What follows belongs to an exercise in optimizing a design on an open flow for small area; a production flow would make more cautious choices.
Function was checked by simulation only, so behaviour that the tests miss may differ from the original.
Power is estimated from default activity; no workload was simulated. The clock port is modelled as an ideal driver; clocking choices that lean on that would not hold on a real chip.

==> design/flow/design.v <==
`default_nettype none
package rv_pkg;
    localparam int XLEN       = 32;
    localparam int REG_ADDR_W = 5;
    localparam int SLICE = 4;
    localparam int NPH   = XLEN / SLICE;
    localparam int PH_W  = 3;
    localparam logic [6:0] OPC_OP_IMM = 7'b0010011;
    localparam logic [6:0] OPC_STORE  = 7'b0100011;
    localparam logic [6:0] OPC_LOAD   = 7'b0000011;
    localparam logic [6:0] OPC_LUI    = 7'b0110111;
    localparam logic [6:0] OPC_AUIPC  = 7'b0010111;
    localparam logic [6:0] OPC_JAL    = 7'b1101111;
    localparam logic [6:0] OPC_JALR   = 7'b1100111;
    localparam logic [2:0] F3_ADDI = 3'b000;
    localparam logic [2:0] F3_SW   = 3'b010;
    localparam logic [2:0] F3_LW   = 3'b010;
    localparam logic [2:0] F3_JALR = 3'b000;
    localparam logic [7:0] WMASK_WORD = 8'b0000_1111;
endpackage
`default_nettype wire
`timescale 1ns/1ps
`default_nettype none
import rv_pkg::*;
module rv_pc_reg
(
    input  wire logic            clk_i,
    input  wire logic            load_i,
    input  wire logic [XLEN-1:0] pc_next_i,
    input  wire logic [PH_W-1:0] ph_i,
    output logic      [XLEN-1:0] pc_o,
    output logic     [SLICE-1:0] pc_slice_o
);
    logic [XLEN-1:1] pc_q;
    always_ff @(posedge clk_i) begin
        if (load_i) begin
            pc_q <= pc_next_i[XLEN-1:1];
        end
    end
    assign pc_o       = {pc_q, 1'b0};
    assign pc_slice_o = pc_o[ph_i*SLICE +: SLICE];
endmodule
`default_nettype wire
`timescale 1ns/1ps
`default_nettype none
import rv_pkg::*;
module rv_idu
(
    input  wire logic [XLEN-1:0] inst_i,
    input  wire logic [PH_W-1:0] ph_i,
    output logic                 addi_o,
    output logic                 lui_o,
    output logic                 auipc_o,
    output logic                 jal_o,
    output logic                 jalr_o,
    output logic                 lw_o,
    output logic                 sw_o,
    output logic    [SLICE-1:0]  imm_slice_o
);
    logic [6:0]      opcode;
    logic [2:0]      funct3;
    assign opcode = inst_i[6:0];
    assign funct3 = inst_i[14:12];
    assign addi_o  = (opcode == OPC_OP_IMM) && (funct3 == F3_ADDI);
    assign lui_o   = (opcode == OPC_LUI);
    assign auipc_o = (opcode == OPC_AUIPC);
    assign jal_o   = (opcode == OPC_JAL);
    assign jalr_o  = (opcode == OPC_JALR) && (funct3 == F3_JALR);
    assign lw_o    = (opcode == OPC_LOAD) && (funct3 == F3_LW);
    assign sw_o    = (opcode == OPC_STORE) && (funct3 == F3_SW);
    logic            fmt_s;
    logic            fmt_u;
    logic            fmt_j;
    logic [SLICE-1:0] sgn;
    assign fmt_s = sw_o;
    assign fmt_u = lui_o | auipc_o;
    assign fmt_j = jal_o;
    assign sgn   = {SLICE{inst_i[31]}};
    always_comb begin
        case (ph_i)
            3'd0: imm_slice_o = fmt_u ? '0 : fmt_s ? inst_i[10:7] :
                                fmt_j ? {inst_i[23:21], 1'b0} : inst_i[23:20];
            3'd1: imm_slice_o = fmt_u ? '0 : fmt_s ? {inst_i[27:25], inst_i[11]} : inst_i[27:24];
            3'd2: imm_slice_o = fmt_u ? '0 : fmt_j ? {inst_i[20], inst_i[30:28]} : inst_i[31:28];
            3'd3: imm_slice_o = (fmt_u | fmt_j) ? inst_i[15:12] : sgn;
            3'd4: imm_slice_o = (fmt_u | fmt_j) ? inst_i[19:16] : sgn;
            3'd5: imm_slice_o = fmt_u ? inst_i[23:20] : sgn;
            3'd6: imm_slice_o = fmt_u ? inst_i[27:24] : sgn;
            default: imm_slice_o = fmt_u ? inst_i[31:28] : sgn;
        endcase
    end
endmodule
`default_nettype wire
`timescale 1ns/1ps
`default_nettype none
import rv_pkg::*;
module rv_regfile
(
    input  wire logic                  clk_i,
    input  wire logic                  clr_i,
    input  wire logic [REG_ADDR_W-1:0] raddr_i,
    output logic      [SLICE-1:0]      rdata_o,
    input  wire logic                  wen_i,
    input  wire logic [REG_ADDR_W-1:0] waddr_i,
    input  wire logic [SLICE-1:0]      wdata_i
);
    localparam int NUM_REGS = 2 ** REG_ADDR_W;
    logic [SLICE-1:0] slice [NUM_REGS];
    assign slice[0] = '0;
    for (genvar r = 1; r < NUM_REGS; r++) begin : g_reg
        logic [XLEN-1:0] q;
        logic            we;
        assign we = clr_i | (wen_i & (waddr_i == REG_ADDR_W'(r)));
        always_ff @(posedge clk_i) begin
            q <= {we ? wdata_i : q[SLICE-1:0], q[XLEN-1:SLICE]};
        end
        assign slice[r] = q[SLICE-1:0];
    end
    assign rdata_o = slice[raddr_i];
endmodule
`default_nettype wire
`timescale 1ns/1ps
`default_nettype none
import rv_pkg::*;
module rv_exu
(
    input  wire logic             clk_i,
    input  wire logic             first_i,
    input  wire logic [SLICE-1:0] a_i,
    input  wire logic [SLICE-1:0] b_i,
    input  wire logic [SLICE-1:0] pc_i,
    output logic      [SLICE-1:0] sum_o,
    output logic      [SLICE-1:0] link_o
);
    logic cy_q;
    logic lcy_q;
    logic cy;
    logic lcy;
    assign {cy, sum_o}   = a_i + b_i + SLICE'(first_i ? 1'b0 : cy_q);
    assign {lcy, link_o} = pc_i + (first_i ? SLICE'(4) : SLICE'(lcy_q));
    always_ff @(posedge clk_i) begin
        cy_q  <= cy;
        lcy_q <= lcy;
    end
endmodule
`default_nettype wire
`timescale 1ns/1ps
`default_nettype none
import rv_pkg::*;
module rv_core_top
(
    input  wire logic            clk_i,
    input  wire logic            rst_n_i,
    output logic      [XLEN-1:0] inst_addr_o,
    input  wire logic [XLEN-1:0] inst_i,
    output logic                 mem_wen_o,
    output logic      [XLEN-1:0] mem_waddr_o,
    output logic      [XLEN-1:0] mem_wdata_o,
    output logic      [7:0]      mem_wmask_o,
    output logic      [XLEN-1:0] mem_raddr_o,
    input  wire logic [XLEN-1:0] mem_rdata_i
);
    logic [PH_W-1:0]  ph_q;
    logic             clr_q;
    logic             lw2_q;
    logic             sw2_q;
    logic             wen_q;
    logic             p1;
    logic             first;
    logic             last;
    logic             addi, lui, auipc, jal, jalr, lw, sw;
    logic [SLICE-1:0] imm_slice;
    logic [SLICE-1:0] rs_slice;
    logic [SLICE-1:0] pc_slice;
    logic [SLICE-1:0] op1;
    logic [SLICE-1:0] sum;
    logic [SLICE-1:0] link;
    logic [XLEN-1:0]  pc;
    logic [REG_ADDR_W-1:0] fld_q;
    logic [REG_ADDR_W-1:0] rf_raddr;
    logic [REG_ADDR_W-1:0] rf_waddr;
    logic             rf_wen;
    logic [SLICE-1:0] rf_wdata;
    logic [XLEN-1:0]  addr_q;
    logic [XLEN-1:0]  data_q;
    logic [XLEN-1:0]  data_next;
    logic [SLICE-1:0] data_in;
    assign first = (ph_q == '0);
    assign last  = (ph_q == PH_W'(NPH - 1));
    assign p1    = ~clr_q & ~lw2_q & ~sw2_q;
    always_ff @(posedge clk_i or negedge rst_n_i) begin
        if (!rst_n_i) begin
            ph_q  <= '0;
            clr_q <= 1'b1;
            lw2_q <= 1'b0;
            sw2_q <= 1'b0;
            wen_q <= 1'b0;
        end else begin
            ph_q  <= ph_q + 1'b1;
            wen_q <= last & sw2_q;
            if (last) begin
                clr_q <= 1'b0;
                lw2_q <= p1 & lw;
                sw2_q <= p1 & sw;
            end
        end
    end
    always_ff @(posedge clk_i) begin
        if (p1) begin
            fld_q <= sw ? inst_i[24:20] : inst_i[11:7];
        end
    end
    rv_idu i_rv_idu (
        .inst_i      (inst_i),
        .ph_i        (ph_q),
        .addi_o      (addi),
        .lui_o       (lui),
        .auipc_o     (auipc),
        .jal_o       (jal),
        .jalr_o      (jalr),
        .lw_o        (lw),
        .sw_o        (sw),
        .imm_slice_o (imm_slice)
    );
    assign rf_raddr = sw2_q ? fld_q : inst_i[19:15];
    assign rf_waddr = lw2_q ? fld_q : inst_i[11:7];
    rv_regfile i_rv_regfile (
        .clk_i    (clk_i),
        .clr_i    (clr_q),
        .raddr_i  (rf_raddr),
        .rdata_o  (rs_slice),
        .wen_i    (rf_wen),
        .waddr_i  (rf_waddr),
        .wdata_i  (rf_wdata)
    );
    rv_pc_reg i_rv_pc_reg (
        .clk_i      (clk_i),
        .load_i     (last & (clr_q | p1)),
        .pc_next_i  (data_next),
        .ph_i       (ph_q),
        .pc_o       (pc),
        .pc_slice_o (pc_slice)
    );
    assign op1 = lui ? '0 : ((auipc | jal) ? pc_slice : rs_slice);
    rv_exu i_rv_exu (
        .clk_i   (clk_i),
        .first_i (first),
        .a_i     (op1),
        .b_i     (imm_slice),
        .pc_i    (pc_slice),
        .sum_o   (sum),
        .link_o  (link)
    );
    assign rf_wen = lw2_q | (p1 & (addi | lui | auipc | jal | jalr));
    always_comb begin
        if (clr_q) begin
            rf_wdata = '0;
        end else if (lw2_q) begin
            rf_wdata = first ? mem_rdata_i[SLICE-1:0] : data_q[SLICE-1:0];
        end else if (jal | jalr) begin
            rf_wdata = link;
        end else begin
            rf_wdata = sum;
        end
    end
    always_ff @(posedge clk_i) begin
        addr_q <= {sw2_q ? addr_q[SLICE-1:0] : sum, addr_q[XLEN-1:SLICE]};
    end
    always_comb begin
        if (clr_q) begin
            data_in = '0;
        end else if (sw2_q) begin
            data_in = rs_slice;
        end else if (jal | jalr) begin
            data_in = sum;
        end else begin
            data_in = link;
        end
    end
    assign data_next = {data_in, data_q[XLEN-1:SLICE]};
    always_ff @(posedge clk_i) begin
        data_q[XLEN-1:XLEN-SLICE] <= data_in;
        if (lw2_q & first) begin
            data_q[XLEN-SLICE-1:0] <= mem_rdata_i[XLEN-1:SLICE];
        end else begin
            data_q[XLEN-SLICE-1:0] <= data_q[XLEN-1:SLICE];
        end
    end
    assign inst_addr_o = pc;
    assign mem_raddr_o = addr_q;
    assign mem_waddr_o = addr_q;
    assign mem_wdata_o = data_q;
    assign mem_wmask_o = WMASK_WORD;
    assign mem_wen_o   = wen_q;
endmodule
`default_nettype wire
==> design/flow/flow/run.sh <==
#!/bin/bash
# Own layout flow: the standard ORFS flow (bash standard.sh), with port
# buffers of the smallest buffer cell and a clock tree of larger sink
# clusters. Each tool's output goes to a log file in the work folder.
set -euo pipefail
CTS="-sink_clustering_enable -repair_clock_nets -dont_use_dummy_load"
CTS="$CTS -buf_list sky130_fd_sc_hd__clkbuf_16 -sink_clustering_size 35 -sink_clustering_max_diameter 80"
bash standard.sh \
    "BUFFER_PORTS_ARGS=-buffer_cell sky130_fd_sc_hd__buf_1" \
    "CTS_ARGS=$CTS" \
    finish > standard.log 2>&1
==> design/flow/standard.sh <==
#!/bin/bash
# synth_recipe.tcl (not shown) runs the flow's synth.tcl, then flattens the netlist and writes it again
# the make line also repeats each setting of config.mk as NAME=value (left out here)
make -C /OpenROAD-flow-scripts/flow DESIGN_CONFIG=/design/flow/config.mk WORK_HOME=/design/flow/orfs CLKGATE_MAP_FILE= SYNTH_SCRIPT=/design/flow/synth_recipe.tcl "${@:-finish}"
==> design/flow/config.mk <==
export PLATFORM = sky130hd
export DESIGN_NAME = rv_core_top
export DESIGN_NICKNAME = rv_core_top
export VERILOG_FILES = /design/flow/design.v
export SDC_FILE = /design/flow/constraint.sdc
export NUM_CORES = 8
export LEC_CHECK = 0
export CAP_MARGIN = 20
export CORE_MARGIN = 2
export CORE_UTILIZATION = 60
export SLEW_MARGIN = 20
==> design/flow/constraint.sdc <==
create_clock -name core_clock -period 13.0 [get_ports {clk_i}]
set_input_delay 2.6000 -clock core_clock [delete_from_list [all_inputs] [get_ports {clk_i}]]
set_output_delay 2.6000 -clock core_clock [all_outputs]
set_load 0.01 [all_outputs]
==> results.yml, run 1 <==
worst_setup_path:
  required_ns: 13.48
  crit_chain: "buf_1 > nor3b_1 > or2_1 > a2111oi_0 > nand4_1 > nor2_1 > nor2_1 > fa_1 > inv_1 > fa_1 > a211oi_1 > o21bai_2 > buf_4 > mux2i_1"
  path_max_fanout: 19
  max_stage_delay_ns: 0.75
  critPathLaunch: "inst_i[15]"
  r2r_start: "sw2_q"
  critical_path_buf_inv_count: 3
  worstSetupEndpointType: "register"
  worst-setup-path-type: "in -> reg"
  slowest_stage: "o21bai_2"
  timing.rr.end: "i_rv_regfile.g_reg[5].q[29]"
  reg2reg_setup_slack_ns: 7.87
  reg2reg_depth: 15
  critical_path_depth: 14
  start_kind: "input pin"
  crit_arrival_ns: 7.30
  path_delay_family: "simple AND/OR/NAND/NOR gates"
  cp-endpoint: "i_rv_regfile.g_reg[5].q[29]"
global_routing:
  antenna_found_initial: 0
  track_usage_pct: 23.5
  grt_pass1_wl_mm: 86.3
  grt_pass1_vias: 13731
  overflow: 0
  grt_start_max_net_pins: 87
route:
  wire_per_inst_um: 21.5
  routed.top_layer: "met4"
  drtAntennaViolNets: 0
  wl_met2_mm: 26.3
  routed_wl_mm: 58.3
  drt_iter0_markers: 1112
  wl_met3_mm: 3.19
  firstDrtPassIters: 8
  viasPerCell: 5.19
  wl_met1_mm: 27.1
  num_vias: 14042
  post-route-drc-count: 0
timing:
  tns_ns: 0
  rsz0062_at_grt: "false"
  tightest_slew_ns: 1.05
  min_period_ns: 6.82
  setup_violations: 0
  fmax_mhz: 147
  period_share_pct: 52.5
  maxSlewHeadroom_pct: 28.9
  drv_slew: 0
  setup_ws_ns: 6.18
  hold_ws_ns: 0.267
  hold_violations: 0
  skew_ns: 0.0812
placement:
  pre_cts_ws_ns: 5.56
  place_congestion: 0.909
  hpwlAfterDp_mm: 40.5
  placed_cells: 2665
  portBuffers: 193
clock_tree:
  root_buffer: "clkbuf_16"
  cts.htree.levels: 2
  ctsHoldBuffers: 0
  post_cts_buffers: 0
  clock_sinks: 1101
  clockBufferDepth: 3
  clkLatencyLatePin_ns: 0.62
  ctsResizeCount: 0
  clk_pin_slew_ns: 0.12
  cts_made_buffers: 39
  cts_tree: "done"
run_status:
  status: "complete, no violations"
min_path:
  hold_path.class: "reg -> reg"
  worstHoldStart: "i_rv_regfile.g_reg[3].q[16]"
  hold_depth: 0
die:
  die-height_um: 222
  core-area_um2: 46800
  ios: 203
  initial_core_util_pct: 61.1
  die-width_um: 222
  row_count: 79
  dieArea_um2: 49400
synthesis:
  async_flop_share_pct: 0.636
  syn-mean-instance-area_um2: 14.6
  synth_ff_type: "dfxtp_1"
  synth_warnings: 6
  postSynthCellCount: 1954
  syn-cell-area_um2: 28600
  ys_types: 87
  yosys_register_bits: 1101
  synth_edf_count: 36
  yosysSeqAreaShare_pct: 78.5
flow_run:
  max-cap-violations: 0
power:
  power.leakage_nw: 11.8
  power_density_nw_per_um2: 165
  ir_drop_v: 0.000145
cells_and_area:
  most-common-layout-cells: "dfxtp_1 (1058), buf_1 (193), mux2i_1 (133), nand2b_1 (126), nand2_1 (62)"
  diodes: 0
  drive_gt1_share_pct: 5.72
  finalNonFillerCells: 2705
  final_nets: 2180
  fin_util_pct: 65.3
  final_common_cell: "dfxtp_1"
  syn2layout_area_growth_pct: 6.79
-- metal layers --
metal | track usage, % | vias up
met5 | 0 | -
met4 | 7.37 | 0
met3 | 4.01 | 81
met2 | 37.4 | 440
met1 | 33.3 | 6776
li1 | - | 6745
-- stage by stage --
stage,total power [mW],area [um2]
after floorplan,3.61,28600
final,5.03,30500
after CTS,5.07,30500
after global placement,3.66,29500
after global routing,5.19,30500
after detailed placement,3.66,29500
-- flip-flops by register name, indices dropped and copies added (netlist names) --
| name | flops |
|---|---|
| addr_q | 32 |
| clr_q | 1 |
| data_q | 32 |
| fld_q | 5 |
| i_rv_exu.cy_q | 1 |
| i_rv_exu.lcy_q | 1 |
| i_rv_pc_reg.pc_q | 31 |
| i_rv_regfile.g.q | 992 |
| lw2_q | 1 |
| ph_q | 3 |
| sw2_q | 1 |
| wen_q | 1 |
-- cell usage after synthesis, types with 8 or more instances --
cell type / instances / area, um2
ha_1: 12 / 150
dfxtp_1: 1058 / 21200
mux2i_1: 133 / 1330
a22oi_1: 18 / 135
a32oi_1: 12 / 105
nand3_1: 22 / 110
a22o_1: 12 / 105
nand2b_1: 126 / 788
buf_2: 12 / 60.1
inv_1: 17 / 63.8
or2_1: 8 / 50.1
nor2_1: 61 / 229
a31oi_1: 8 / 50.1
buf_4: 42 / 315
mux2_2: 42 / 473
nand2_1: 63 / 236
o21ai_0: 39 / 195
clkbuf_1: 41 / 154
edfxtp_1: 36 / 1080
a21oi_1: 21 / 105
-- worst min-delay path by stage --
stage	to	slack [ns]
floorplan	i_rv_regfile.g_reg[10].q[0]	0.31
global placement	i_rv_regfile.g_reg[28].q[15]	0.31
detailed placement	i_rv_regfile.g_reg[18].q[3]	0.31
CTS	i_rv_regfile.g_reg[21].q[14]	0.26
global route	i_rv_regfile.g_reg[3].q[12]	0.26
finish	i_rv_regfile.g_reg[3].q[12]	0.27
-- final cells by class --
class / count / area [um2]
Clock buffer: 39 / 976
Tap cell: 607 / 759
Inverter: 19 / 71.3
Fill cell: 3404 / 16200
Timing Repair Buffer: 203 / 800
Multi-Input combinational cell: 736 / 5470
Sequential cell: 1101 / 22400
-- cell families after synthesis --
kind of cell / count (synthesis) / share of synthesized area (%)
DFF: 1101 / 78.5
AOI/OAI and AO/OA: 177 / 4.49
xor gates and xnor gates: 4 / 0.123
buffers and inverters: 124 / 2.46
other: 2 / 0.0263
and+or+nand+nor: 350 / 6.86
adders and majority gates: 14 / 0.665
muxes: 182 / 6.86
-- power breakdown --
part	switching [mW]	total (mW)	internal, mW
registers	0.0249	3.46	3.43
clock network	0.897	1.44	0.546
logic	0.0907	0.128	0.0369
==> inputs of run 2 (changes only) <==
==> design/flow/flow/run.sh (replaced) <==
#!/bin/bash
set -euo pipefail
CTS="-sink_clustering_enable -repair_clock_nets -dont_use_dummy_load -buf_list sky130_fd_sc_hd__clkbuf_8 -sink_clustering_size 20 -sink_clustering_max_diameter 50"
bash standard.sh \
    "BUFFER_PORTS_ARGS=-buffer_cell sky130_fd_sc_hd__buf_1" \
    "CTS_ARGS=$CTS" \
    finish > standard.log 2>&1
==> run 2 against run 1 <==
  * Clock power is 3% lower
  * Cell count increased by 1.2%
  * First-iteration DRC count rose by 5.2%
  * Critical endpoint unchanged
  * Highest routed layer unchanged
  * Cell area about the same
  * Clock-buffer cell count grew 31
  * Routed wire length shrank 0.28%
  * Hold slack improved by 0.022 ns
  * Die area is the same
  * Sequential power about the same
  * Synthesized cell count is the same
  * Critical path type unchanged
  * Utilization about the same
==> results.yml, run 2 <==
run_status:
  status: "complete, no violations"
worst_setup_path:
  crit_chain: "buf_1 > nor3b_1 > or2_1 > a2111oi_0 > nand4_1 > nor2_1 > nor2_1 > fa_1 > inv_1 > fa_1 > a211oi_1 > o21bai_2 > buf_4 > mux2i_1"
  start_kind: "input pin"
  path_delay_family: "simple AND/OR/NAND/NOR gates"
  required_ns: 13.53
  worst-setup-path-type: "in -> reg"
  worstSetupEndpointType: "register"
  slowest_stage: "o21bai_2"
  path_max_fanout: 19
  max_stage_delay_ns: 0.79
  critical_path_buf_inv_count: 3
  crit_arrival_ns: 7.36
global_routing:
  grt_pass1_wl_mm: 86.1
  antenna_found_initial: 1
  grt_pass1_vias: 13868
  track_usage_pct: 23.6
  grt_start_max_net_pins: 87
  overflow: 0
clock_tree:
  root_buffer: "clkbuf_8"
  clk_pin_slew_ns: 0.11
  ctsResizeCount: 0
  clock_sinks: 1101
  cts_tree: "done"
  cts_made_buffers: 70
  cts.htree.levels: 3
  clockBufferDepth: 3
  clkLatencyLatePin_ns: 0.68
  ctsHoldBuffers: 0
  post_cts_buffers: 0
power:
  comb_power_share_pct: 2.6
  ir_drop_v: 0.000142
  power_switching_mw: 1.02
  power.leakage_nw: 11.8
  pwr-share-seq_pct: 69.5
  clkPwrFrac_pct: 28.0
  power_density_nw_per_um2: 163
  p_sw_share_pct: 20.5
  p_int_mw: 3.95
cells_and_area:
  largest_reg_flops: 992
  ff_latch_area_um2: 22400
  largest_register: "i_rv_regfile.g.q"
  syn2layout_area_growth_pct: 6.76
  final_common_cell: "dfxtp_1"
  multiInputGateArea_um2: 5470
  fillers: 3397
  most-common-layout-cells: "dfxtp_1 (1058), buf_1 (193), mux2i_1 (133), nand2b_1 (126), clkbuf_8 (70)"
  drive_gt1_share_pct: 7.09
  reg_top3: "i_rv_regfile.g.q x992, addr_q x32, data_q x32"
  finalNonFillerCells: 2737
  final_nets: 2211
timing:
  setup_violations: 0
  hold_ws_ns: 0.289
  rsz0062_at_grt: "false"
  maxSlewHeadroom_pct: 31.1
  drv_slew: 0
  min_period_ns: 6.83
  tightest_slew_ns: 1.02
  period_share_pct: 52.6
  tns_ns: 0
  fmax_mhz: 146
  skew_ns: 0.0821
  hold_violations: 0
placement:
  place_congestion: 0.909
  hpwlAfterDp_mm: 40.5
  placed_cells: 2665
  portBuffers: 193
route:
  wire_per_inst_um: 21.2
  firstDrtPassIters: 5
  num_vias: 14228
  drtAntennaViolNets: 0
  routed_wl_mm: 58.1
  viasPerCell: 5.20
  drt_iter0_markers: 1170
  post-route-drc-count: 0
synthesis:
  yosysTopAreaCell: "dfxtp_1"
  synth_top_family_by_area: "simple AND/OR/NAND/NOR gates"
  syn-mean-instance-area_um2: 14.6
  async_flop_share_pct: 0.636
  synth_top_area_share_pct: 74.1
  synth_compound_area_share_pct: 4.49
  post-synth-top-count-cell: "dfxtp_1"
  muxShareOfSynthArea_pct: 6.86
  syn-cell-area_um2: 28600
  synth-xor-area-share_pct: 0.123
  synthSimpleGateAreaFrac_pct: 6.86
  postSynthCellCount: 1954
  synth_warnings: 6
  yosysSeqAreaShare_pct: 78.5
  ys_types: 87
  synthAdderAreaFrac_pct: 0.665
  synthTopCellsByArea: "dfxtp_1 (74%), mux2i_1 (4.7%), edfxtp_1 (3.8%)"
  synth_edf_count: 36
  synth_ff_type: "dfxtp_1"
  ys_top_cells_by_count: "dfxtp_1 (1058), mux2i_1 (133), nand2b_1 (126), nand2_1 (63), nor2_1 (61)"
  yosys_register_bits: 1101
die:
  die-width_um: 222
  ios: 203
  initial_core_util_pct: 61.1
  core-area_um2: 46800
  dieArea_um2: 49400
  die-height_um: 222
  row_count: 79
flow_run:
  max-cap-violations: 0
min_path:
  hold_path.class: "reg -> reg"
run 2: cell types whose count changed in the layout (fill, tap and decap cells not counted), sizes merged:
cell    change
clkbuf     +31
diode       +1
run 2: power groups by stage:
stage | Sequential, mW | Combinational, mW | Clock (mW)
4_1_cts | 3.46 | 0.127 | 1.44
3_3_place_gp | 3.53 | 0.127 | 0
6_report | 3.45 | 0.128 | 1.39
5_1_grt | 3.46 | 0.135 | 1.56
2_1_floorplan | 3.53 | 0.0819 | 0
3_5_place_dp | 3.53 | 0.127 | 0
run 2: cell families after synthesis:
| family | after synthesis |
|---|---|
| AO/OA/AOI/OAI | 177 |
| XOR/XNOR | 4 |
| adder cells (fa/ha/maj) | 14 |
| buffers and inverters | 124 |
| flip-flops | 1101 |
| multiplexers | 182 |
| other | 2 |
| AND/OR/NAND/NOR | 350 |
run 2: metrics by stage:
step                setup WS [ns]  utilization (%)  cell area [um2]  total power [mW]
finish                       6.17             65.3            30500              4.97
global route                 6.04             65.3            30500              5.15
CTS                          6.29             65.2            30500              5.02
detailed placement           5.56             63.2            29500              3.66
global placement             5.66             63.2            29500              3.66
floorplan                    7.14                -            28600              3.61
run 2: path summary, 6_finish.rpt:
| check | startpoint | to | slack [ns] | cells after the start |
|---|---|---|---|---|
| setup / recovery | inst_i[15] | i_rv_regfile.g_reg[5].q[29] | 6.17 | 14 |
| hold / removal | i_rv_regfile.g_reg[4].q[18] | i_rv_regfile.g_reg[4].q[14] | 0.29 | 0 |
| setup reg to reg | sw2_q | i_rv_regfile.g_reg[23].q[31] | 7.78 | 16 |
| hold reg to reg | i_rv_regfile.g_reg[4].q[18] | i_rv_regfile.g_reg[4].q[14] | 0.29 | 0 |
| max in group asynchronous | rst_n_i | ph_q[2] | 10.70 | 1 |
| min in group asynchronous | rst_n_i | ph_q[1] | 1.91 | 1 |
run 2: layout make-up:
| type | count | share of cell area, % |
|---|---|---|
| antenna | 1 | 0.00820 |
| tap | 607 | 2.49 |
| clock buffer | 70 | 3.16 |
| inverter | 19 | 0.234 |
| timing repair buffer | 203 | 2.62 |
| multi-input combinational | 736 | 17.9 |
| sequential | 1101 | 73.6 |
run 2: metal layers:
layer	vias up	part of all wire [%]	wire length (um)	global-route usage (%)
met4	0	3.1	1810	8.44
li1	6797	-	-	-
met2	427	45	26000	36.6
met1	6902	47	27200	33.1
met5	-	0	0	0
met3	102	5.4	3110	4.96
==> inputs of run 3 (changes only) <==
==> design/flow/flow/run.sh (replaced) <==
#!/bin/bash
# Own layout flow: the standard ORFS flow (bash standard.sh) with
#  - an area-oriented ABC mapping script (a private copy of the ORFS scripts
#    folder in which only abc_area.script differs, used with ABC_AREA=1),
#  - port buffers of the smallest buffer cell,
#  - a clock tree of larger sink clusters and no dummy loads.
# Each tool's output goes to a log file in the work folder.
set -euo pipefail
rm -rf scripts
cp -r "$FLOW_HOME/scripts" scripts
printf '%s\n' strash '&get -n' '&st' '&dch' '&nf -R 1000' '&st' '&dch' '&nf -R 1000' '&put' \
    > scripts/abc_area.script
CTS="-sink_clustering_enable -repair_clock_nets -dont_use_dummy_load"
CTS="$CTS -buf_list sky130_fd_sc_hd__clkbuf_16 -sink_clustering_size 35 -sink_clustering_max_diameter 80"
bash standard.sh \
    "SCRIPTS_DIR=$PWD/scripts" \
    "ABC_AREA=1" \
    "BUFFER_PORTS_ARGS=-buffer_cell sky130_fd_sc_hd__buf_1" \
    "CTS_ARGS=$CTS" \
    finish > standard.log 2>&1
==> run 3 against run 2 <==
  * Die area down 5.9%
  * Power up 0.45%
  * Highest routed layer unchanged
  * Routed wire length down 0.45%
  * Hold slack worse by 0.026 ns
  * Utilization up 0.61 points
  * Sequential cell count unchanged
  * Sequential power about the same
  * Largest cell class unchanged
  * Cell count down 6.4%
==> results.yml, run 3 <==
global_routing:
  grt_pass1_vias: 13179
  met2_usage_pct: 40.9
  busiest_layer: "met2"
  track_usage_pct: 24.8
  overflow: 0
  met1_usage_pct: 34.9
  grt_pass1_wl_mm: 84.5
  grt_use_met3_pct: 3.45
  antenna_found_initial: 0
  grt_start_max_net_pins: 43
timing:
  maxSlewHeadroom_pct: 35.2
  setup_violations: 0
  tns_ns: 0
  min_period_ns: 7.31
  period_share_pct: 56.2
  hold_violations: 0
  rsz0062_at_grt: "false"
  skew_ns: 0.116
  drv_slew: 0
  fmax_mhz: 137
  tightest_slew_ns: 0.968
synthesis:
  post-synth-top-count-cell: "dfxtp_1"
  synth_ff_type: "dfxtp_1"
  ys_types: 47
  ys_top_cells_by_count: "dfxtp_1 (1058), nor2_1 (145), a22o_1 (134), nand2_1 (48), buf_4 (41)"
  syn-cell-area_um2: 26800
  async_flop_share_pct: 0.636
  synthTopCellsByArea: "dfxtp_1 (79%), a22o_1 (4.4%), edfxtp_1 (4.0%)"
  yosysSeqAreaShare_pct: 83.6
  syn-mean-instance-area_um2: 15.2
  yosysTopAreaCell: "dfxtp_1"
  synth_warnings: 6
  synth_top_area_share_pct: 78.9
  synth_edf_count: 36
  postSynthCellCount: 1762
  yosys_register_bits: 1101
die:
  row_count: 77
  dieArea_um2: 46500
  die-width_um: 216
  core-area_um2: 44200
  initial_core_util_pct: 60.7
  die-height_um: 216
  ios: 203
worst_setup_path:
  path_max_fanout: 31
  required_ns: 13.50
  timing.rr.end: "i_rv_regfile.g_reg[17].q[31]"
  crit_chain: "buf_1 > mux2_1 > nand2_1 > nor2_1 > a222oi_1 > nand3_1 > a2111oi_0 > nand4_1 > or2_0 > o211ai_1 > clkinv_1 > ha_1 > a21o_1 > a21oi_1 > xor2_1 > clkinv_1 > a211oi_1 > a211oi_4 > buf_4 > a22o_1"
  worst-setup-path-type: "in -> reg"
  r2r_start: "sw2_q"
  cpMostUsedCell: "clkinv_1"
  reg2reg_setup_slack_ns: 7.16
  crit_arrival_ns: 7.81
  worstSetupEndpointType: "register"
  path_delay_family: "compound AO/OA/AOI/OAI gates"
  start_kind: "input pin"
  reg2reg_depth: 20
  critical_path_buf_inv_count: 4
  slowest_stage: "a2111oi_0"
  max_stage_delay_ns: 0.70
cells_and_area:
  most-common-layout-cells: "dfxtp_1 (1058), buf_1 (193), nor2_1 (145), a22o_1 (134), nand2_1 (47)"
  diodes: 0
  final_nets: 2051
  largest_register: "i_rv_regfile.g.q"
  drive_gt1_share_pct: 3.00
  reg_top3: "i_rv_regfile.g.q x992, addr_q x32, data_q x32"
  fillers: 3115
  syn2layout_area_growth_pct: 8.48
  largest_reg_flops: 992
  finalNonFillerCells: 2561
  final_common_cell: "dfxtp_1"
clock_tree:
  clk_pin_slew_ns: 0.12
  cts_tree: "done"
  cts.htree.levels: 2
  root_buffer: "clkbuf_16"
  ctsResizeCount: 0
  clockBufferDepth: 3
  post_cts_buffers: 0
  cts_made_buffers: 39
  clock_sinks: 1101
  ctsHoldBuffers: 0
  clkLatencyLatePin_ns: 0.63
route:
  wire_per_inst_um: 22.6
  firstDrtPassIters: 5
  routed_wl_mm: 57.8
  viasPerCell: 5.23
  drtAntennaViolNets: 0
  post-route-drc-count: 0
  drt_iter0_markers: 984
  num_vias: 13395
placement:
  hpwlAfterDp_mm: 40.4
  placed_cells: 2522
  portBuffers: 193
  place_congestion: 0.918
flow_run:
  max-cap-violations: 0
min_path:
  hold_end: "i_rv_regfile.g_reg[23].q[10]"
  hold_path.class: "reg -> reg"
  hold_depth: 0
  worstHoldStart: "i_rv_regfile.g_reg[23].q[14]"
power:
  ir_drop_v: 0.000169
  power.leakage_nw: 11.2
  power_density_nw_per_um2: 172
run_status:
  status: "complete, no violations"
## run 3: cell types whose count changed after synthesis, sizes merged, moves of 23 or more
| cell | before | now |
|---|---|---|
| mux2i | 133 | 13 |
| buf | 64 | 41 |
| nand2b | 126 | 4 |
| a22o | 12 | 134 |
| clkbuf | 41 | 0 |
| nor2 | 63 | 145 |
## run 3: cells by family after synthesis
family / Yosys count / synth area share [%]
adder cells (fa/ha/maj): 14 / 0.708
XOR/XNOR: 4 / 0.131
buffers and inverters: 56 / 1.36
multiplexers: 53 / 2.29
other: 2 / 0.0280
flip-flops: 1101 / 83.6
AO/OA/AOI/OAI: 268 / 7.74
AND/OR/NAND/NOR: 264 / 4.18
## run 3: area by class of cell
type	count	area, um2	share of cell area (%)
multi-input cells	612	4120	14.2
repair buffers	202	792	2.72
inverters	15	56.3	0.193
flip-flops and latches	1101	22400	77.0
clock buffers	39	976	3.35
well taps	592	741	2.54
## run 3: how the worst max path moves through the flow
stage,from,end,cells past startpoint
6_report,inst_i[18],i_rv_regfile.g_reg[17].q[31],20
5_1_grt,inst_i[18],i_rv_regfile.g_reg[17].q[31],20
4_1_cts,inst_i[18],i_rv_regfile.g_reg[10].q[31],20
3_5_place_dp,inst_i[17],i_rv_regfile.g_reg[21].q[31],20
3_3_place_gp,inst_i[18],i_rv_regfile.g_reg[20].q[31],20
2_1_floorplan,inst_i[18],i_rv_regfile.g_reg[10].q[31],18
## run 3: stage by stage
step                      hold slack, ns  power (mW)  setup slack, ns  instance area, um2  utilization [%]
after floorplan                    0.310        3.57             5.61               26900                -
after global placement             0.309        3.62             5.21               28100             63.6
after detailed placement           0.312        3.62             5.21               28100             63.6
after CTS                          0.263        5.02             5.82               29100             65.9
after global routing               0.270        5.13             5.44               29100             65.9
final                              0.264        5.00             5.69               29100             65.9
## run 3: metal layers
| layer | part of all wire (%) | vias to the layer above |
|---|---|---|
| li1 | - | 6368 |
| met2 | 47 | 367 |
| met5 | 0 | - |
| met1 | 46 | 6598 |
| met3 | 4.6 | 62 |
| met4 | 1.9 | 0 |
## run 3: power breakdown
part / total [mW] / internal (mW) / leakage (nW) / switching (mW)
sequential: 3.44 / 3.42 / 8.99 / 0.0190
clock: 1.45 / 0.546 / 0.481 / 0.903
combinational: 0.105 / 0.0290 / 1.76 / 0.0758
total: 5.00 / 4.00 / 11.2 / 0.998
==> inputs of run 4 (changes only) <==
--- a/design/flow/design.v
+++ b/design/flow/design.v
@@ -26,19 +26,14 @@
 (
     input  wire logic            clk_i,
     input  wire logic            load_i,
-    input  wire logic [XLEN-1:0] pc_next_i,
-    input  wire logic [PH_W-1:0] ph_i,
-    output logic      [XLEN-1:0] pc_o,
-    output logic     [SLICE-1:0] pc_slice_o
-);
-    logic [XLEN-1:1] pc_q;
+    input  wire logic [XLEN-1:0] addr_next_i,
+    output logic      [XLEN-1:0] addr_o
+);
     always_ff @(posedge clk_i) begin
         if (load_i) begin
-            pc_q <= pc_next_i[XLEN-1:1];
-        end
-    end
-    assign pc_o       = {pc_q, 1'b0};
-    assign pc_slice_o = pc_o[ph_i*SLICE +: SLICE];
+            addr_o <= addr_next_i;
+        end
+    end
 endmodule
 `default_nettype wire
 `timescale 1ns/1ps
@@ -171,20 +166,21 @@
     logic             addi, lui, auipc, jal, jalr, lw, sw;
     logic [SLICE-1:0] imm_slice;
     logic [SLICE-1:0] rs_slice;
-    logic [SLICE-1:0] pc_slice;
+    logic [SLICE-1:0] ld_slice;
     logic [SLICE-1:0] op1;
     logic [SLICE-1:0] sum;
     logic [SLICE-1:0] link;
-    logic [XLEN-1:0]  pc;
+    logic [XLEN-1:0]  addr;
     logic [REG_ADDR_W-1:0] fld_q;
     logic [REG_ADDR_W-1:0] rf_raddr;
     logic [REG_ADDR_W-1:0] rf_waddr;
     logic             rf_wen;
     logic [SLICE-1:0] rf_wdata;
-    logic [XLEN-1:0]  addr_q;
-    logic [XLEN-1:0]  data_q;
-    logic [XLEN-1:0]  data_next;
-    logic [SLICE-1:0] data_in;
+    logic [XLEN-1:0]  x_q;
+    logic [XLEN-1:0]  x_next;
+    logic [SLICE-1:0] x_in;
+    logic [XLEN-1:0]  y_q;
+    logic [SLICE-1:0] y_in;
     assign first = (ph_q == '0);
     assign last  = (ph_q == PH_W'(NPH - 1));
     assign p1    = ~clr_q & ~lw2_q & ~sw2_q;
@@ -197,7 +193,7 @@
             wen_q <= 1'b0;
         end else begin
             ph_q  <= ph_q + 1'b1;
-            wen_q <= last & sw2_q;
+            wen_q <= sw2_q & (ph_q == PH_W'(NPH - 2));
             if (last) begin
                 clr_q <= 1'b0;
                 lw2_q <= p1 & lw;
@@ -234,62 +230,55 @@
         .wdata_i  (rf_wdata)
     );
     rv_pc_reg i_rv_pc_reg (
-        .clk_i      (clk_i),
-        .load_i     (last & (clr_q | p1)),
-        .pc_next_i  (data_next),
-        .ph_i       (ph_q),
-        .pc_o       (pc),
-        .pc_slice_o (pc_slice)
-    );
-    assign op1 = lui ? '0 : ((auipc | jal) ? pc_slice : rs_slice);
+        .clk_i       (clk_i),
+        .load_i      (last),
+        .addr_next_i (x_next),
+        .addr_o      (addr)
+    );
+    assign op1 = lui ? '0 : ((auipc | jal) ? x_q[SLICE-1:0] : rs_slice);
     rv_exu i_rv_exu (
         .clk_i   (clk_i),
         .first_i (first),
         .a_i     (op1),
         .b_i     (imm_slice),
-        .pc_i    (pc_slice),
+        .pc_i    (x_q[SLICE-1:0]),
         .sum_o   (sum),
         .link_o  (link)
     );
-    assign rf_wen = lw2_q | (p1 & (addi | lui | auipc | jal | jalr));
+    assign rf_wen   = lw2_q | (p1 & (addi | lui | auipc | jal | jalr));
+    assign ld_slice = mem_rdata_i[ph_q*SLICE +: SLICE];
     always_comb begin
         if (clr_q) begin
             rf_wdata = '0;
         end else if (lw2_q) begin
-            rf_wdata = first ? mem_rdata_i[SLICE-1:0] : data_q[SLICE-1:0];
+            rf_wdata = ld_slice;
         end else if (jal | jalr) begin
             rf_wdata = link;
         end else begin
             rf_wdata = sum;
         end
     end
-    always_ff @(posedge clk_i) begin
-        addr_q <= {sw2_q ? addr_q[SLICE-1:0] : sum, addr_q[XLEN-1:SLICE]};
-    end
     always_comb begin
         if (clr_q) begin
-            data_in = '0;
-        end else if (sw2_q) begin
-            data_in = rs_slice;
-        end else if (jal | jalr) begin
-            data_in = sum;
+            x_in = '0;
+        end else if (lw2_q | sw2_q) begin
+            x_in = y_q[SLICE-1:0];
+        end else if (jal | jalr | lw | sw) begin
+            x_in = {sum[SLICE-1:1], sum[0] & ~(jalr & first)};
         end else begin
-            data_in = link;
-        end
-    end
-    assign data_next = {data_in, data_q[XLEN-1:SLICE]};
-    always_ff @(posedge clk_i) begin
-        data_q[XLEN-1:XLEN-SLICE] <= data_in;
-        if (lw2_q & first) begin
-            data_q[XLEN-SLICE-1:0] <= mem_rdata_i[XLEN-1:SLICE];
-        end else begin
-            data_q[XLEN-SLICE-1:0] <= data_q[XLEN-1:SLICE];
-        end
-    end
-    assign inst_addr_o = pc;
-    assign mem_raddr_o = addr_q;
-    assign mem_waddr_o = addr_q;
-    assign mem_wdata_o = data_q;
+            x_in = link;
+        end
+    end
+    assign x_next = {x_in, x_q[XLEN-1:SLICE]};
+    assign y_in   = sw2_q ? rs_slice : link;
+    always_ff @(posedge clk_i) begin
+        x_q <= x_next;
+        y_q <= {y_in, y_q[XLEN-1:SLICE]};
+    end
+    assign inst_addr_o = addr;
+    assign mem_raddr_o = addr;
+    assign mem_waddr_o = addr;
+    assign mem_wdata_o = {rs_slice, y_q[XLEN-1:SLICE]};
     assign mem_wmask_o = WMASK_WORD;
     assign mem_wen_o   = wen_q;
 endmodule
--- a/design/flow/config.mk
+++ b/design/flow/config.mk
@@ -5,7 +5,7 @@
 export SDC_FILE = /design/flow/constraint.sdc
 export NUM_CORES = 8
 export LEC_CHECK = 0
-export CAP_MARGIN = 20
+export CAP_MARGIN = 0
 export CORE_MARGIN = 2
 export CORE_UTILIZATION = 60
-export SLEW_MARGIN = 20
+export SLEW_MARGIN = 0
==> run 4 against run 3 <==
  * Global-route usage decreased by 1.3 points
  * Critical endpoint is now mem_wdata_o[31]
  * Via count increased by 1.6%
  * Power decreased by 0.38%
  * Synthesized area increased by 0.84%
  * Utilization decreased by 0.76 points
  * Clock power about the same
  * Critical path depth decreased by 12
  * Clock-buffer cell count increased by 1
  * Synthesized cell count increased by 8.5%
  * Cell count increased by 3.7%
==> results.yml, run 4 <==
die:
  dieArea_um2: 46800
  initial_core_util_pct: 61.0
  die-height_um: 216
  row_count: 77
  core-area_um2: 44400
  die-width_um: 216
  ios: 203
cells_and_area:
  syn2layout_area_growth_pct: 6.80
  largest_reg_flops: 992
  largest_register: "i_rv_regfile.g.q"
  most-common-layout-cells: "dfxtp_1 (1058), nand2_1 (226), buf_1 (194), o21ai_0 (154), a21oi_1 (56)"
  drive_gt1_share_pct: 2.86
  final_common_cell: "dfxtp_1"
  design_area_um2: 28900
  fin_util_pct: 65.1
  final_nets: 2143
synthesis:
  synth_warnings: 6
  synth_edf_count: 37
  yosysSeqAreaShare_pct: 83.0
  async_flop_share_pct: 0.635
  yosysTopAreaCell: "dfxtp_1"
  post-synth-top-count-cell: "dfxtp_1"
  synth_ff_type: "dfxtp_1"
  ys_types: 44
  postSynthCellCount: 1911
  syn-cell-area_um2: 27100
  synth_top_area_share_pct: 78.2
  ys_top_cells_by_count: "dfxtp_1 (1058), nand2_1 (226), o21ai_0 (155), buf_4 (100), a21oi_1 (56)"
  syn-mean-instance-area_um2: 14.2
  synthTopCellsByArea: "dfxtp_1 (78%), edfxtp_1 (4.1%), nand2_1 (3.1%)"
  yosys_register_bits: 1102
timing:
  min_period_ns: 7.69
  rsz0062_at_grt: "false"
  hold_violations: 0
  period_share_pct: 59.2
  hold_ws_ns: 0.258
  skew_ns: 0.102
  fmax_mhz: 130
  maxSlewHeadroom_pct: 17.2
  tightest_slew_ns: 1.24
  drv_slew: 0
  tns_ns: 0
  setup_violations: 0
global_routing:
  antenna_found_initial: 4
  busiest_layer: "met2"
  met1_usage_pct: 31.4
  met2_usage_pct: 36.8
  track_usage_pct: 23.4
  grt_start_max_net_pins: 41
  overflow: 0
  grt_pass1_wl_mm: 80.2
  grt_pass1_vias: 13036
  grt_use_met3_pct: 4.32
route:
  post-route-drc-count: 0
  routed_wl_mm: 55.4
  drtAntennaViolNets: 0
  viasPerCell: 5.13
  firstDrtPassIters: 6
  wire_per_inst_um: 20.9
  num_vias: 13611
  drt_iter0_markers: 951
worst_setup_path:
  start_kind: "input pin"
  required_ns: 10.40
  path_max_fanout: 11
  worst-setup-path-type: "in -> out"
  worstSetupEndpointType: "primary output"
  critPathLaunch: "inst_i[19]"
  r2r_start: "sw2_q"
  crit_arrival_ns: 5.09
power:
  power_mw: 4.98
  power_density_nw_per_um2: 172
  ir_drop_v: 0.000145
  power.leakage_nw: 11.0
min_path:
  hold_path.class: "reg -> reg"
  worstHoldStart: "i_rv_regfile.g_reg[8].q[17]"
placement:
  place_area_um2: 27900
  portBuffers: 194
  place_congestion: 0.924
  hpwlAfterDp_mm: 38.9
clock_tree:
  cts_tree: "done"
  clkLatencyLatePin_ns: 0.62
  ctsHoldBuffers: 0
  cts.htree.levels: 2
  root_buffer: "clkbuf_16"
  clk_pin_slew_ns: 0.11
  ctsResizeCount: 0
  clockBufferDepth: 3
  post_cts_buffers: 0
  cts_made_buffers: 40
  clock_sinks: 1102
run_status:
  status: "complete, no violations"
flow_run:
  max-cap-violations: 0
-- run 4: cell type report --
| type | instances | area [um2] |
|---|---|---|
| sequential | 1102 | 22500 |
| timing repair buffer | 204 | 803 |
| fill | 3299 | 15500 |
| tap | 592 | 741 |
| clock buffer | 40 | 1000 |
| antenna | 2 | 5.00 |
| multi-input combinational | 708 | 3870 |
| inverter | 7 | 26.3 |
-- run 4: power by group --
group	switching (mW)	leakage, nW	internal (mW)
registers	0.0115	8.95	3.42
clock network	0.901	0.493	0.559
logic	0.0657	1.54	0.0215
total	0.978	11.0	4.00
-- run 4: cells by family after synthesis --
group / share of synthesized area, %
other: 0.0277
xor gates and xnor gates: 0.129
AOI/OAI and AO/OA: 6.45
adders and majority gates: 0.702
and+or+nand+nor: 5.58
DFF: 83.0
buffers and inverters: 2.87
muxes: 1.26
-- run 4: final timing paths --
path	endpoint	slack (ns)	cells past startpoint
setup / recovery	mem_wdata_o[31]	5.31	8
hold / removal	i_rv_regfile.g_reg[8].q[13]	0.26	0
setup reg to reg	i_rv_regfile.g_reg[14].q[30]	7.35	16
hold reg to reg	i_rv_regfile.g_reg[8].q[13]	0.26	0
max in group asynchronous	clr_q	10.71	1
min in group asynchronous	ph_q[0]	1.93	1
-- run 4: per-stage QoR --
| step | std cells | setup WS (ns) |
|---|---|---|
| after floorplan | 1917 | 5.80 |
| after global placement | 2613 | 5.42 |
| after detailed placement | 2613 | 5.36 |
| after CTS | 2653 | 5.36 |
| after global routing | 2654 | 5.18 |
| final | 2655 | 5.31 |
-- run 4: routing by layer --
| metal | wire (um) | share of wire (%) |
|---|---|---|
| met1 | 24800 | 45 |
| met2 | 24400 | 44 |
| met3 | 3270 | 5.9 |
| met4 | 2850 | 5.2 |
| met5 | 32 | 0.058 |
-- run 4: critical path, cell delays in order --
cell and delay [ns]:
buf_1 0.17, mux2i_1 0.71, nor3_1 0.25, a22o_1 0.30, a221oi_1 0.27, nand4_1 0.16, or3_1 0.45, buf_1 0.19
==> inputs of run 5 (changes only) <==
==> design/flow/config.mk (replaced) <==
export PLATFORM = sky130hd
export DESIGN_NAME = rv_core_top
export DESIGN_NICKNAME = rv_core_top
export VERILOG_FILES = /design/flow/design.v
export SDC_FILE = /design/flow/constraint.sdc
export NUM_CORES = 8
export LEC_CHECK = 0
export CAP_MARGIN = 20
export CORE_MARGIN = 2
export CORE_UTILIZATION = 70
export SLEW_MARGIN = 20
==> run 5 against run 4 <==
  * Sequential cell count did not move
  * Worst setup slack gained 0.045 ns
  * Critical path depth unchanged
  * Register-to-register slack worse by 0.08 ns
  * Largest cell class unchanged
  * Power decreased by 0.25%
  * Critical endpoint unchanged
==> results.yml, run 5 <==
timing:
  hold_ws_ns: 0.294
  skew_ns: 0.0551
  min_period_ns: 7.65
  tns_ns: 0
  hold_violations: 0
  fmax_mhz: 131
  rsz0062_at_grt: "false"
  maxSlewHeadroom_pct: 26.1
  drv_slew: 0
  tightest_slew_ns: 1.10
  period_share_pct: 58.8
  setup_violations: 0
synthesis:
  yosys_register_bits: 1102
  syn-mean-instance-area_um2: 14.2
  synth_warnings: 6
  syn-cell-area_um2: 27100
  post-synth-top-count-cell: "dfxtp_1"
  yosysTopAreaCell: "dfxtp_1"
  ys_types: 44
  async_flop_share_pct: 0.635
  synth_top_area_share_pct: 78.2
  ys_top_cells_by_count: "dfxtp_1 (1058), nand2_1 (226), o21ai_0 (155), buf_4 (100), a21oi_1 (56)"
  synthTopCellsByArea: "dfxtp_1 (78%), edfxtp_1 (4.1%), nand2_1 (3.1%)"
  yosysSeqAreaShare_pct: 83.0
  postSynthCellCount: 1911
  synth_ff_type: "dfxtp_1"
  synth_edf_count: 37
worst_setup_path:
  reg2reg_setup_slack_ns: 7.27
  required_ns: 10.40
  start_kind: "input pin"
  crit_arrival_ns: 5.05
  worst-setup-path-type: "in -> out"
  path_max_fanout: 11
  worstSetupEndpointType: "primary output"
  reg2reg_depth: 13
cells_and_area:
  fin_util_pct: 75.0
  final_nets: 2140
  design_area_um2: 28800
  largest_register: "i_rv_regfile.g.q"
  most-common-layout-cells: "dfxtp_1 (1058), nand2_1 (226), buf_1 (194), o21ai_0 (154), a21oi_1 (55)"
  syn2layout_area_growth_pct: 6.28
  largest_reg_flops: 992
  drive_gt1_share_pct: 3.01
  diodes: 0
  final_common_cell: "dfxtp_1"
  fillers: 2225
clock_tree:
  clk_pin_slew_ns: 0.12
  clock_sinks: 1102
  post_cts_buffers: 0
  cts.htree.levels: 2
  clockBufferDepth: 3
  root_buffer: "clkbuf_16"
  cts_made_buffers: 38
  ctsResizeCount: 0
  cts_tree: "done"
  ctsHoldBuffers: 0
  clkLatencyLatePin_ns: 0.61
die:
  die-width_um: 201
  die-height_um: 201
  initial_core_util_pct: 70.5
  core-area_um2: 38400
  ios: 203
  row_count: 72
  dieArea_um2: 40300
power:
  ir_drop_v: 0.000167
  power_density_nw_per_um2: 173
  power_mw: 4.96
  power.leakage_nw: 11.0
min_path:
  hold_path.class: "reg -> reg"
  hold_depth: 0
route:
  routed_wl_mm: 57.9
  viasPerCell: 5.44
  wire_per_inst_um: 22.5
  num_vias: 14023
  firstDrtPassIters: 6
  drt_iter0_markers: 965
  post-route-drc-count: 0
  drtAntennaViolNets: 0
placement:
  hpwlAfterDp_mm: 38.0
  portBuffers: 194
  place_area_um2: 27800
  place_congestion: 0.957
flow_run:
  max-cap-violations: 0
global_routing:
  overflow: 0
  track_usage_pct: 28.8
  antenna_found_initial: 0
  grt_pass1_wl_mm: 85.7
  grt_start_max_net_pins: 41
  grt_pass1_vias: 14109
run_status:
  status: "complete, no violations"
==> run 5: kinds of logic (layout without fill, tap and decap cells) <==
kind of cell / after synthesis / in the layout / share of synthesized area [%]
xor gates and xnor gates: 4 / 4 / 0.129
and+or+nand+nor: 359 / 359 / 5.58
DFF: 1102 / 1102 / 83.0
adders and majority gates: 14 / 14 / 0.702
muxes: 28 / 28 / 1.26
buffers and inverters: 107 / 248 / 2.87
AOI/OAI and AO/OA: 295 / 295 / 6.45
other: 2 / 8 / 0.0277
==> run 5: layout make-up <==
type                            count  area, um2  area share (%)
Inverter                            7       26.3          0.0913
Timing Repair Buffer              203        796            2.77
Sequential cell                  1102      22500            78.1
Tap cell                          518        648            2.25
Clock buffer                       38        951            3.30
Multi-Input combinational cell    708       3880            13.5
==> run 5: through the flow <==
stage | cells | setup slack (ns)
after global routing | 2576 | 5.15
after detailed placement | 2537 | 5.41
after global placement | 2537 | 5.50
after CTS | 2575 | 5.40
final | 2576 | 5.35
after floorplan | 1917 | 5.80
==> run 5: report_power, final <==
group	leakage, nW	switching (mW)	total [mW]	internal [mW]
Clock	0.468	0.914	1.45	0.535
Sequential	8.95	0.0122	3.43	3.42
Combinational	1.53	0.0644	0.0851	0.0208
Total	11.0	0.990	4.96	3.97
==> run 5: worst paths after layout <==
check                                                   from                      endpoint
worst min register to register  i_rv_regfile.g_reg[17].q[12]   i_rv_regfile.g_reg[17].q[8]
worst min-delay path            i_rv_regfile.g_reg[17].q[12]   i_rv_regfile.g_reg[17].q[8]
worst max-delay path                              inst_i[19]               mem_wdata_o[31]
worst max register to register                         sw2_q  i_rv_regfile.g_reg[25].q[29]
max in group asynchronous                            rst_n_i                       ph_q[1]
min in group asynchronous                            rst_n_i                         wen_q
==> run 5: routing by layer <==
| layer | vias to the layer above | GRT usage (%) | part of all wire [%] |
|---|---|---|---|
| li1 | 6529 | - | - |
| met1 | 6761 | 37.6 | 42 |
| met2 | 586 | 47.5 | 47 |
| met3 | 147 | 5.18 | 6.2 |
| met4 | 0 | 13.1 | 4.7 |
| met5 | - | 0 | 0 |
==> run 5: critical path, cell delays in order <==
cell	delay, ns
buf_1	0.14
mux2i_1	0.68
nor3_1	0.26
a22o_1	0.24
a221oi_1	0.26
nand4_1	0.22
or3_1	0.47
buf_1	0.17
==> inputs of run 6 (changes only) <==
--- a/design/flow/config.mk
+++ b/design/flow/config.mk
@@ -7,5 +7,5 @@
 export LEC_CHECK = 0
 export CAP_MARGIN = 20
 export CORE_MARGIN = 2
-export CORE_UTILIZATION = 70
+export CORE_UTILIZATION = 50
 export SLEW_MARGIN = 20
==> run 6 against run 5 <==
  * Still clean on timing, DRC and antenna
  * Utilization is 21 points lower
  * Critical path depth is the same
  * Synthesized area unchanged
==> results.yml, run 6 <==
run_status:
  status: "complete, no violations"
placement:
  placed_cells: 2716
  portBuffers: 194
  hpwlAfterDp_mm: 37.8
  place_congestion: 0.881
worst_setup_path:
  path_delay_family: "simple AND/OR/NAND/NOR gates"
  crit_chain: "buf_1 > mux2i_1 > nor3_1 > a22o_1 > a221oi_1 > nand4_1 > or3_1 > buf_1"
  crit_arrival_ns: 5.08
  start_kind: "input pin"
  slowest_stage: "mux2i_1"
  worst-setup-path-type: "in -> out"
  path_max_fanout: 11
  worstSetupEndpointType: "primary output"
  required_ns: 10.40
  critical_path_depth: 8
  critical_path_buf_inv_count: 2
  max_stage_delay_ns: 0.68
  cpMostUsedCell: "buf_1"
  reg2reg_depth: 15
timing:
  rsz0062_at_grt: "false"
  setup_violations: 0
  fmax_mhz: 130
  period_share_pct: 59.1
  hold_violations: 0
  skew_ns: 0.0590
  tightest_slew_ns: 1.10
  maxSlewHeadroom_pct: 26.0
  drv_slew: 0
  min_period_ns: 7.68
  tns_ns: 0
cells_and_area:
  fin_util_pct: 54.0
  final_common_cell: "dfxtp_1"
  diodes: 0
  fillers: 4417
  syn2layout_area_growth_pct: 7.18
  final_nets: 2141
  drive_gt1_share_pct: 2.91
  largest_register: "i_rv_regfile.g.q"
  finalNonFillerCells: 2755
  largest_reg_flops: 992
  most-common-layout-cells: "dfxtp_1 (1058), nand2_1 (226), buf_1 (194), o21ai_0 (154), a21oi_1 (55)"
clock_tree:
  clock_sinks: 1102
  cts_made_buffers: 39
  clockBufferDepth: 3
  clk_pin_slew_ns: 0.11
  ctsResizeCount: 0
  clkLatencyLatePin_ns: 0.60
  post_cts_buffers: 0
  cts_tree: "done"
  ctsHoldBuffers: 0
  cts.htree.levels: 2
  root_buffer: "clkbuf_16"
synthesis:
  yosys_register_bits: 1102
  ys_types: 44
  synth_top_area_share_pct: 78.2
  synthSimpleGateAreaFrac_pct: 5.58
  synthTopCellsByArea: "dfxtp_1 (78%), edfxtp_1 (4.1%), nand2_1 (3.1%)"
  synth_compound_area_share_pct: 6.45
  yosysSeqAreaShare_pct: 83.0
  postSynthCellCount: 1911
  syn-cell-area_um2: 27100
  syn-mean-instance-area_um2: 14.2
  post-synth-top-count-cell: "dfxtp_1"
  muxShareOfSynthArea_pct: 1.26
  synth_ff_type: "dfxtp_1"
  synth_edf_count: 37
  synth-xor-area-share_pct: 0.129
  yosysTopAreaCell: "dfxtp_1"
  synthAdderAreaFrac_pct: 0.702
  ys_top_cells_by_count: "dfxtp_1 (1058), nand2_1 (226), o21ai_0 (155), buf_4 (100), a21oi_1 (56)"
  async_flop_share_pct: 0.635
  synth_top_family_by_area: "compound AO/OA/AOI/OAI gates"
  synth_warnings: 6
flow_run:
  max-cap-violations: 0
global_routing:
  grt_pass1_vias: 12891
  grt_pass1_wl_mm: 80.5
  overflow: 0
  grt_start_max_net_pins: 41
  antenna_found_initial: 0
  track_usage_pct: 19.4
power:
  power_density_nw_per_um2: 171
  ir_drop_v: 0.000151
  power.leakage_nw: 11.0
min_path:
  hold_depth: 0
  hold_path.class: "reg -> reg"
route:
  drtAntennaViolNets: 0
  wire_per_inst_um: 19.9
  viasPerCell: 4.91
  routed_wl_mm: 54.7
  drt_iter0_markers: 1034
  firstDrtPassIters: 6
  post-route-drc-count: 0
  num_vias: 13540
die:
  ios: 203
  die-width_um: 237
  core-area_um2: 53700
  die-height_um: 237
  initial_core_util_pct: 50.4
  row_count: 85
  dieArea_um2: 56000
run 6: cell count changes in the layout (fill, tap and decap cells not counted), sizes merged:
cell  before  now
buf      202  203
run 6: through the flow:
stage                     hold slack [ns]  worst slack [ns]  area (um2)  power [mW]
after floorplan                     0.310              5.80       27100        3.54
after global placement              0.310              5.42       28000        3.59
after detailed placement            0.312              5.38       28000        3.59
after CTS                           0.271              5.38       29000        5.01
after global routing                0.268              5.10       29000        5.13
final                               0.272              5.32       29000        4.96
run 6: area by class of cell:
| type | instances | area, um2 | share of cell area, % |
|---|---|---|---|
| inverters | 7 | 26.3 | 0.0905 |
| multi-input cells | 708 | 3880 | 13.4 |
| clock buffers | 39 | 976 | 3.36 |
| repair buffers | 203 | 796 | 2.74 |
| well taps | 696 | 871 | 3.00 |
| flip-flops and latches | 1102 | 22500 | 77.4 |
run 6: kinds of logic (layout without fill, tap and decap cells):
kind of cell | after synthesis | in the layout
xor+xnor | 4 | 4
mux | 28 | 28
other cells | 2 | 8
fa+ha+maj | 14 | 14
compound gates | 295 | 295
buf+inv | 107 | 249
flops | 1102 | 1102
simple gates | 359 | 359
run 6: power breakdown:
part / switching (mW) / internal, mW / total [mW]
clock network: 0.894 / 0.546 / 1.44
logic: 0.0665 / 0.0213 / 0.0878
registers: 0.0110 / 3.42 / 3.43
run 6: final timing paths:
check / start / to / slack (ns)
max reg2reg: sw2_q / i_rv_regfile.g_reg[18].q[31] / 7.29
max in group asynchronous: rst_n_i / sw2_q / 10.56
min: i_rv_regfile.g_reg[26].q[17] / i_rv_regfile.g_reg[26].q[13] / 0.27
min reg2reg: i_rv_regfile.g_reg[26].q[17] / i_rv_regfile.g_reg[26].q[13] / 0.27
min in group asynchronous: rst_n_i / ph_q[2] / 2.00
max: inst_i[19] / mem_wdata_o[30] / 5.32
run 6: metal layers:
metal,GRT usage (%),up-vias,wire (um)
met2,31.7,428,24600
met5,0,-,0
met4,7.48,0,1920
met1,26.1,6486,25300
li1,-,6530,-
met3,3.38,96,2910
run 6: worst reg2reg max path, stage by stage (launching register included):
cell and delay, ns:
dfrtp_1 0.88, mux2i_1 0.81, nor3_1 0.24, a22o_1 0.29, a221oi_1 0.21, nand4_1 0.19, or3_1 0.48, nor2_1 0.14
nor2_1 0.07, fa_1 0.44, a21o_1 0.17, a21oi_1 0.16, xnor2_1 0.12, a21oi_1 0.37, a211o_2 0.71, o21ai_0 0.29
==> inputs of run 7 (changes only) <==
--- a/design/flow/config.mk
+++ b/design/flow/config.mk
@@ -7,5 +7,5 @@
 export LEC_CHECK = 0
 export CAP_MARGIN = 20
 export CORE_MARGIN = 2
-export CORE_UTILIZATION = 50
+export CORE_UTILIZATION = 60
 export SLEW_MARGIN = 20
==> run 7 against run 6 <==
  * Still clean on timing, DRC and antenna
  * Via count grew 0.85%
  * Combinational power shrank 0.6%
  * Synthesized cell count is the same
  * Die area shrank 16%
  * Sequential power is essentially flat
  * Power grew 0.37%
  * Utilization grew 11 points
  * Clock-buffer cell count grew 1
  * Critical endpoint is now mem_wdata_o[31]
  * Largest power group unchanged
==> results.yml, run 7 <==
run_status:
  status: "complete, no violations"
clock_tree:
  clockBufferDepth: 3
  post_cts_buffers: 0
  clock_sinks: 1102
  cts_made_buffers: 40
  cts_tree: "done"
  ctsResizeCount: 0
  clk_pin_slew_ns: 0.11
  clkLatencyLatePin_ns: 0.62
  cts.htree.levels: 2
  ctsHoldBuffers: 0
  root_buffer: "clkbuf_16"
power:
  power_density_nw_per_um2: 172
  ir_drop_v: 0.000145
  power.leakage_nw: 11.0
global_routing:
  grt_start_max_net_pins: 41
  grt_pass1_wl_mm: 80.2
  antenna_found_initial: 4
  track_usage_pct: 23.4
  grt_pass1_vias: 13036
  overflow: 0
synthesis:
  syn-cell-area_um2: 27100
  async_flop_share_pct: 0.635
  synth_edf_count: 37
  yosysTopAreaCell: "dfxtp_1"
  post-synth-top-count-cell: "dfxtp_1"
  synth_top_area_share_pct: 78.2
  synth_ff_type: "dfxtp_1"
  postSynthCellCount: 1911
  synthTopCellsByArea: "dfxtp_1 (78%), edfxtp_1 (4.1%), nand2_1 (3.1%)"
  ys_top_cells_by_count: "dfxtp_1 (1058), nand2_1 (226), o21ai_0 (155), buf_4 (100), a21oi_1 (56)"
  syn-mean-instance-area_um2: 14.2
  yosysSeqAreaShare_pct: 83.0
  synth_warnings: 6
  ys_types: 44
  yosys_register_bits: 1102
die:
  ios: 203
  die-height_um: 216
  row_count: 77
  dieArea_um2: 46800
  core-area_um2: 44400
  initial_core_util_pct: 61.0
  die-width_um: 216
route:
  drtAntennaViolNets: 0
  viasPerCell: 5.14
  routed_wl_mm: 55.3
  post-route-drc-count: 0
  num_vias: 13655
  wire_per_inst_um: 20.8
  firstDrtPassIters: 6
  drt_iter0_markers: 912
timing:
  rsz0062_at_grt: "false"
  tns_ns: 0
  hold_violations: 0
  maxSlewHeadroom_pct: 24.4
  fmax_mhz: 130
  period_share_pct: 59.2
  tightest_slew_ns: 1.13
  hold_ws_ns: 0.258
  skew_ns: 0.101
  min_period_ns: 7.69
  drv_slew: 0
  setup_violations: 0
cells_and_area:
  fin_util_pct: 65.1
  largest_reg_flops: 992
  drive_gt1_share_pct: 2.91
  syn2layout_area_growth_pct: 6.82
  multiInputGateArea_um2: 3880
  ff_latch_area_um2: 22500
  largest_register: "i_rv_regfile.g.q"
  final_nets: 2143
  fillers: 3299
  final_common_cell: "dfxtp_1"
  finalNonFillerCells: 2655
  most-common-layout-cells: "dfxtp_1 (1058), nand2_1 (226), buf_1 (194), o21ai_0 (154), a21oi_1 (55)"
worst_setup_path:
  r2r_start: "sw2_q"
  reg2reg_setup_slack_ns: 7.32
  crit_arrival_ns: 5.09
  critPathLaunch: "inst_i[19]"
  path_max_fanout: 11
  start_kind: "input pin"
  worstSetupEndpointType: "primary output"
  worst-setup-path-type: "in -> out"
  reg2reg_depth: 16
  timing.rr.end: "i_rv_regfile.g_reg[14].q[30]"
  required_ns: 10.40
placement:
  placed_cells: 2613
  portBuffers: 194
  place_congestion: 0.924
  hpwlAfterDp_mm: 38.9
flow_run:
  max-cap-violations: 0
min_path:
  hold_depth: 0
  hold_path.class: "reg -> reg"
  hold_end: "i_rv_regfile.g_reg[8].q[13]"
  worstHoldStart: "i_rv_regfile.g_reg[8].q[17]"
==> run 7: cell counts after synthesis <==
Identical to the previous run, type by type.
==> run 7: final cells by class <==
class | count | share of cell area (%)
Tap cell | 592 | 2.56
Inverter | 7 | 0.0909
Antenna cell | 2 | 0.0173
Clock buffer | 40 | 3.46
Sequential cell | 1102 | 77.7
Multi-Input combinational cell | 708 | 13.4
Timing Repair Buffer | 204 | 2.78
==> run 7: stage by stage <==
stage / cell area, um2 / setup WS, ns / power, mW
floorplan: 27100 / 5.80 / 3.54
global placement: 27900 / 5.42 / 3.59
detailed placement: 27900 / 5.36 / 3.59
CTS: 28900 / 5.36 / 5.01
global route: 28900 / 5.18 / 5.13
finish: 28900 / 5.31 / 4.97
==> run 7: worst max-delay path by stage <==
| stage | end | cells past startpoint |
|---|---|---|
| final | mem_wdata_o[31] | 8 |
| after detailed placement | mem_wdata_o[29] | 8 |
| after CTS | mem_wdata_o[29] | 8 |
| after global routing | mem_wdata_o[30] | 8 |
| after floorplan | i_rv_regfile.g_reg[10].q[30] | 15 |
| after global placement | mem_wdata_o[31] | 8 |
==> run 7: logic make-up (layout without fill, tap and decap cells) <==
| family | count (synthesis) | count (layout) | synth area share [%] |
|---|---|---|---|
| other | 2 | 10 | 0.0277 |
| AOI/OAI and AO/OA | 295 | 295 | 6.45 |
| adders and majority gates | 14 | 14 | 0.702 |
| and+or+nand+nor | 359 | 359 | 5.58 |
| muxes | 28 | 28 | 1.26 |
| DFF | 1102 | 1102 | 83.0 |
| buffers and inverters | 107 | 251 | 2.87 |
| xor gates and xnor gates | 4 | 4 | 0.129 |
==> run 7: power by group <==
| group | leakage (nW) | internal [mW] | switching (mW) |
|---|---|---|---|
| Sequential | 8.95 | 3.42 | 0.0115 |
| Combinational | 1.54 | 0.0216 | 0.0658 |
| Clock | 0.493 | 0.559 | 0.899 |
| Total | 11.0 | 4.00 | 0.976 |
==> run 7: critical path, cell delays in order <==
cell      delay [ns]
buf_1           0.18
mux2i_1         0.71
nor3_1          0.25
a22o_1          0.29
a221oi_1        0.27
nand4_1         0.16
or3_1           0.45
buf_1           0.19
==> run 7: metal layers <==
layer / part of all wire (%) / global-route usage, % / vias to the layer above
li1: - / - / 6548
met1: 44 / 31.4 / 6458
met2: 44 / 36.8 / 507
met3: 6.2 / 4.32 / 138
met4: 5.1 / 12.0 / 4
met5: 0.042 / 0 / -

what the ideal ports hide:
How much do the figures lean on ideal ports? The routed layouts below were timed once more, with nothing changed but the port constraints. Step 1 assumes that a clkbuf_16 drives the clock port and a buf_2 every other input. Step 2 adds t to the input delays and takes it off the output delays; t is the mean of the earliest and latest rising clock arrival at the registers after step 1. Input paths then give back, and output paths get back, about the clock's delay inside the block. Three values: ideal ports, drivers, drivers and shift; two values: the first two.
run | t, ns | setup WS [ns] | cell pins on the clock port's net
run 1 | 0.637 | 6.180 / 6.198 / 5.561 | 1
run 2 | 0.689 | 6.167 / 6.180 / 5.491 | 1
run 3 | 0.626 | 5.693 / 5.728 / 5.102 | 1
run 4 | 0.629 | 5.306 / 5.276 / 5.276 | 1
run 5 | 0.637 | 5.350 / 5.296 / 5.296 | 1
run 6 | 0.625 | 5.321 / 5.257 / 5.257 | 1
run 7 | 0.629 | 5.307 / 5.278 / 5.278 | 1
After both steps setup and hold are still met in every run listed. For run 2, which loses most, drivers alone change the setup slack by +0.013 ns; drivers and shift together by -0.676 ns.
